What follows belongs to an exercise in optimizing a design on an open flow for small area, a short achievable clock period and few clock cycles per item; a production flow would make more cautious choices.
Only simulation tests tie the RTL to the original design; equivalence was not proved.
No activity file was given, so power comes from the tool's default toggle rates.

==> flow/design.v (excerpt) <==
module mac_array #(
  parameter int DATA_WIDTH = 8,
  parameter int ACC_WIDTH  = 16,
  parameter int NUM_LANES  = 8,
  parameter int VEC_LEN    = 8,
  parameter int SIGNED     = 1
) (
  input  logic                           clk,
  input  logic                           rst_n,
  input  logic                           clr,
  input  logic                           in_valid,
  output logic                           in_ready,
  input  logic [NUM_LANES*DATA_WIDTH-1:0] a_in,
  input  logic [DATA_WIDTH-1:0]          b_in,
  input  logic                           sat_en,
  output logic                           out_valid,
  input  logic                           out_ready,
  output logic [NUM_LANES*ACC_WIDTH-1:0] acc_out,
  output logic [NUM_LANES-1:0]           overflow,
  output logic                           busy
);
Size: roughly 2700 cells after synthesis, about 220 flip-flops, about 26000 µm² of cells after synthesis.
Settings: LEC_CHECK=0, CAP_MARGIN=20, CORE_MARGIN=2, CORE_UTILIZATION=40, SETUP_SLACK_MARGIN=2.0, SLEW_MARGIN=20; clock period 6.0 ns.
run.sh (not shown) runs the stock make flow with config.mk's settings and CLKGATE_MAP_FILE= SYNTH_SCRIPT=/design/flow/synth_recipe.tcl, a recipe that flattens the netlist after the stock synthesis.
The baseline finished clean.
Testbench counts at the start, summed over its fixed seeds: cycles 3,088, vectors 384.
Next try:
- CORE_UTILIZATION: 40 -> 60
Outcome: The changed run produced a clean layout. Wire length is higher by about 2.4%. Total power is higher by about 8%. Core utilization is higher by 28 points. Critical path depth stays the same. Sequential power is about the same.


mac_array, a different RTL version from the one above (not shown whole).
Size: roughly 2,600 cells after synthesis, about 250 flip-flops, roughly 26,000 µm² of cells after synthesis.
export LEC_CHECK = 0
export CAP_MARGIN = 20
export CORE_MARGIN = 2
export CORE_UTILIZATION = 40
export SETUP_SLACK_MARGIN = 2.0
export SLEW_MARGIN = 20
create_clock -name core_clock -period 6.0 [get_ports {clk}]
standard.sh (not shown) runs the stock make flow with config.mk's settings and CLKGATE_MAP_FILE= SYNTH_SCRIPT=/design/flow/synth_recipe.tcl, a recipe that flattens the netlist after the stock synthesis.
==> flow/flow/run.sh <==
#!/bin/bash
# Own layout flow: the standard layout (standard synthesis unchanged), with each port buffered
# by a buf_2 instead of the default delay-buffer cell, and with Yosys/ABC's buffers removed at
# floorplan instead of a timing repair before placement (timing is repaired after placement).
# The make output goes to flow_make.log here.
set -euo pipefail
cd "$(dirname "$0")/.."
bash standard.sh 'BUFFER_PORTS_ARGS=-buffer_cell sky130_fd_sc_hd__buf_2' 'REMOVE_ABC_BUFFERS=1' finish > flow_make.log 2>&1
Testbench counts at the start, summed over its fixed seeds: cycles 3,088, vectors 384.
Rerun with:
==> flow/flow/run.sh (replaced) <==
#!/bin/bash
# Own layout flow: the standard layout (standard synthesis unchanged), with each port buffered
# by a buf_2 instead of the default delay-buffer cell, and with timing repair free to resize a cell
# to any cell of the same function (not only the same footprint).
# The make output goes to flow_make.log here.
set -euo pipefail
cd "$(dirname "$0")/.."
bash standard.sh 'BUFFER_PORTS_ARGS=-buffer_cell sky130_fd_sc_hd__buf_2' 'MATCH_CELL_FOOTPRINT=0' finish > flow_make.log 2>&1
SETUP_SLACK_MARGIN = 1.8   (was 2.0)
TNS_END_PERCENT = 10   (was unset)
=>
- The new run passed the timing, design-rule and antenna checks
- design area decreases by 6.4%
- clock-buffer cell count decreases by 2
- critical path depth decreases by 4
- hold slack gains 0.073 ns
- routed wire length decreases by 2.6%
- final cell count decreases by 2.2%
- power decreases by 9.5%
- die area does not change
- clock skew decreases by 0.0033 ns


mac_array again, from the RTL that the note above started with.
// mac_array
module mac_array #(
  parameter int DATA_WIDTH = 8,
  parameter int ACC_WIDTH  = 16,
  parameter int NUM_LANES  = 8,
  parameter int VEC_LEN    = 8,
  parameter int SIGNED     = 1
) (
  input  logic                           clk,
  input  logic                           rst_n,
  input  logic                           clr,
  input  logic                           in_valid,
  output logic                           in_ready,
  input  logic [NUM_LANES*DATA_WIDTH-1:0] a_in,
  input  logic [DATA_WIDTH-1:0]          b_in,
  input  logic                           sat_en,
  output logic                           out_valid,
  input  logic                           out_ready,
  output logic [NUM_LANES*ACC_WIDTH-1:0] acc_out,
  output logic [NUM_LANES-1:0]           overflow,
  output logic                           busy
);
==> flow/config.mk <==
export PLATFORM = sky130hd
export DESIGN_NAME = mac_array
export DESIGN_NICKNAME = mac_array
export VERILOG_FILES = /design/flow/design.v
export SDC_FILE = /design/flow/constraint.sdc
export NUM_CORES = 4
export LEC_CHECK = 0
export CAP_MARGIN = 20
export CORE_MARGIN = 2
export CORE_UTILIZATION = 40
export SETUP_SLACK_MARGIN = 1.6
export SLEW_MARGIN = 20
export TNS_END_PERCENT = 25
==> flow/constraint.sdc <==
create_clock -name core_clock -period 6.0 [get_ports {clk}]
set_input_delay 1.2000 -clock core_clock [delete_from_list [all_inputs] [get_ports {clk}]]
set_output_delay 1.2000 -clock core_clock [all_outputs]
set_load 0.01 [all_outputs]
==> flow/flow/run.sh <==
#!/bin/bash
# Own layout flow: the standard layout (standard synthesis unchanged), with each port buffered
# by a buf_2 instead of the default delay-buffer cell. The make output goes to flow_make.log here.
set -euo pipefail
cd "$(dirname "$0")/.."
bash standard.sh 'BUFFER_PORTS_ARGS=-buffer_cell sky130_fd_sc_hd__buf_2' finish > flow_make.log 2>&1
The starting point finished with timing, DRC and antenna clean.
Testbench counts at the start, summed over its fixed seeds: cycles 3,088, vectors 384.
Rerun with:
SETUP_SLACK_MARGIN = 2.0   (was 1.6)
TNS_END_PERCENT = unset   (was 25)
=>
- The changed run ran to the end with no violations
- utilization rises by 5.6 points
- total power rises by 18%
- synthesized area stays the same
- via count rises by 4.1%
- fmax rises by 5.4%
- sequential share of layout area falls by 2.6 points
- setup slack gains 0.22 ns
- critical path depth rises by 1
Rerun with:
SETUP_SLACK_MARGIN = 1.8   (was 2.0)
TNS_END_PERCENT = 25   (was unset)
What happened:
- The changed run went through all stages and came out clean
- register-to-register slack loses 0.04 ns
- power is lower by 10%
- maximum frequency shrinks by 1.0%
- clock skew fell by 0.0072 ns
Rerun with:
==> flow/flow/run.sh (replaced) <==
#!/bin/bash
# Own layout flow: the standard layout (standard synthesis unchanged), with each port buffered
# by a buf_2 instead of the default delay-buffer cell, and with Yosys/ABC's buffers removed at
# floorplan instead of a timing repair before placement (timing is repaired after placement).
# The make output goes to flow_make.log here.
set -euo pipefail
cd "$(dirname "$0")/.."
bash standard.sh 'BUFFER_PORTS_ARGS=-buffer_cell sky130_fd_sc_hd__buf_2' 'REMOVE_ABC_BUFFERS=1' finish > flow_make.log 2>&1
SETUP_SLACK_MARGIN = 2.5   (was 1.8)
TNS_END_PERCENT = unset   (was 25)
The changed run completed without violations.
Clock skew is higher by 0.0086 ns.
Final area came out higher by roughly a tenth.
Power came out higher by about a fifth.
Hold slack gets worse by 0.082 ns.
Sequential share of layout area went down by 2.7 points.
Setup slack degrades by 0.038 ns.
Rerun with:
==> flow/flow/run.sh (replaced) <==
#!/bin/bash
# Own layout flow: the standard layout (standard synthesis unchanged), with each port buffered
# by a buf_2 instead of the default delay-buffer cell. The make output goes to flow_make.log here.
set -euo pipefail
cd "$(dirname "$0")/.."
bash standard.sh 'BUFFER_PORTS_ARGS=-buffer_cell sky130_fd_sc_hd__buf_2' finish > flow_make.log 2>&1
SETUP_SLACK_MARGIN = 1.8   (was 2.5)
Via count is lower by 5.8%; clock power hardly moves; combinational power came out lower by 21%; utilization drops by 4.8 points; hold slack is better by 0.043 ns; global-route usage is lower by 1.1 points.
Rerun with:
SETUP_SLACK_MARGIN = 1.6   (was 1.8)
Non-clock buffer count drops by 82.
Via count drops by 1.6%.
Core utilization drops by 2.6 points.
Hold slack improved by 0.039 ns.
Total power drops by 4.4%.
Global-route usage climbs by 0.38 points.
Register-to-register slack got worse by 0.13 ns.
Cell area drops by 5.1%.
Synthesized area is unchanged.
Worst setup slack got worse by 0.13 ns.
Sequential share of layout area climbs by 1.2 points.

what the ideal ports hide:
The results above use ideal ports. As a check the final layouts listed here were re-extracted and re-timed, cells and wires unchanged.
Step 1: set_driving_cell puts a clkbuf_16 on clk and a buf_2 on each other input, an assumption about the parent block.
Step 2 moves the port delays by t, midway between the first and last clock arrival at a register: inputs arrive t later, outputs are due t later. That takes back most of the time a late clock gives input paths.
a / b / c = no drivers / after step 1 / after step 2; a / b = the first two.
run	t (ns)	setup slack, ns	worst setup path after step 2	clock arrival spread, ns	slew at the worst register clock pin (ns)
the first run of note 1	0.669	1.353 / 1.353 / 1.353	register to register	0.025 / 0.025	0.06 / 0.06
the second run of note 1	0.639	1.265 / 1.265 / 1.265	register to register	0.019 / 0.019	0.07 / 0.07
the first run of note 2	0.669	1.821 / 1.821 / 1.821	register to register	0.038 / 0.039	0.07 / 0.07
the second run of note 2	0.612	1.814 / 1.814 / 1.814	register to register	0.038 / 0.038	0.07 / 0.07
the first run of note 3	0.601	1.656 / 1.656 / 1.656	register to register	0.037 / 0.037	0.06 / 0.06
the second run of note 3	0.615	1.878 / 1.878 / 1.878	register to register	0.040 / 0.039	0.06 / 0.06
the third run of note 3	0.608	1.834 / 1.834 / 1.834	register to register	0.036 / 0.036	0.06 / 0.06
the fourth run of note 3	0.675	1.796 / 1.796 / 1.796	register to register	0.044 / 0.045	0.07 / 0.07
the fifth run of note 3	0.647	1.854 / 1.854 / 1.854	register to register	0.018 / 0.019	0.07 / 0.07
the sixth run of note 3	0.602	1.724 / 1.724 / 1.724	register to register	0.022 / 0.022	0.06 / 0.06
After both steps every run listed still meets setup and hold.
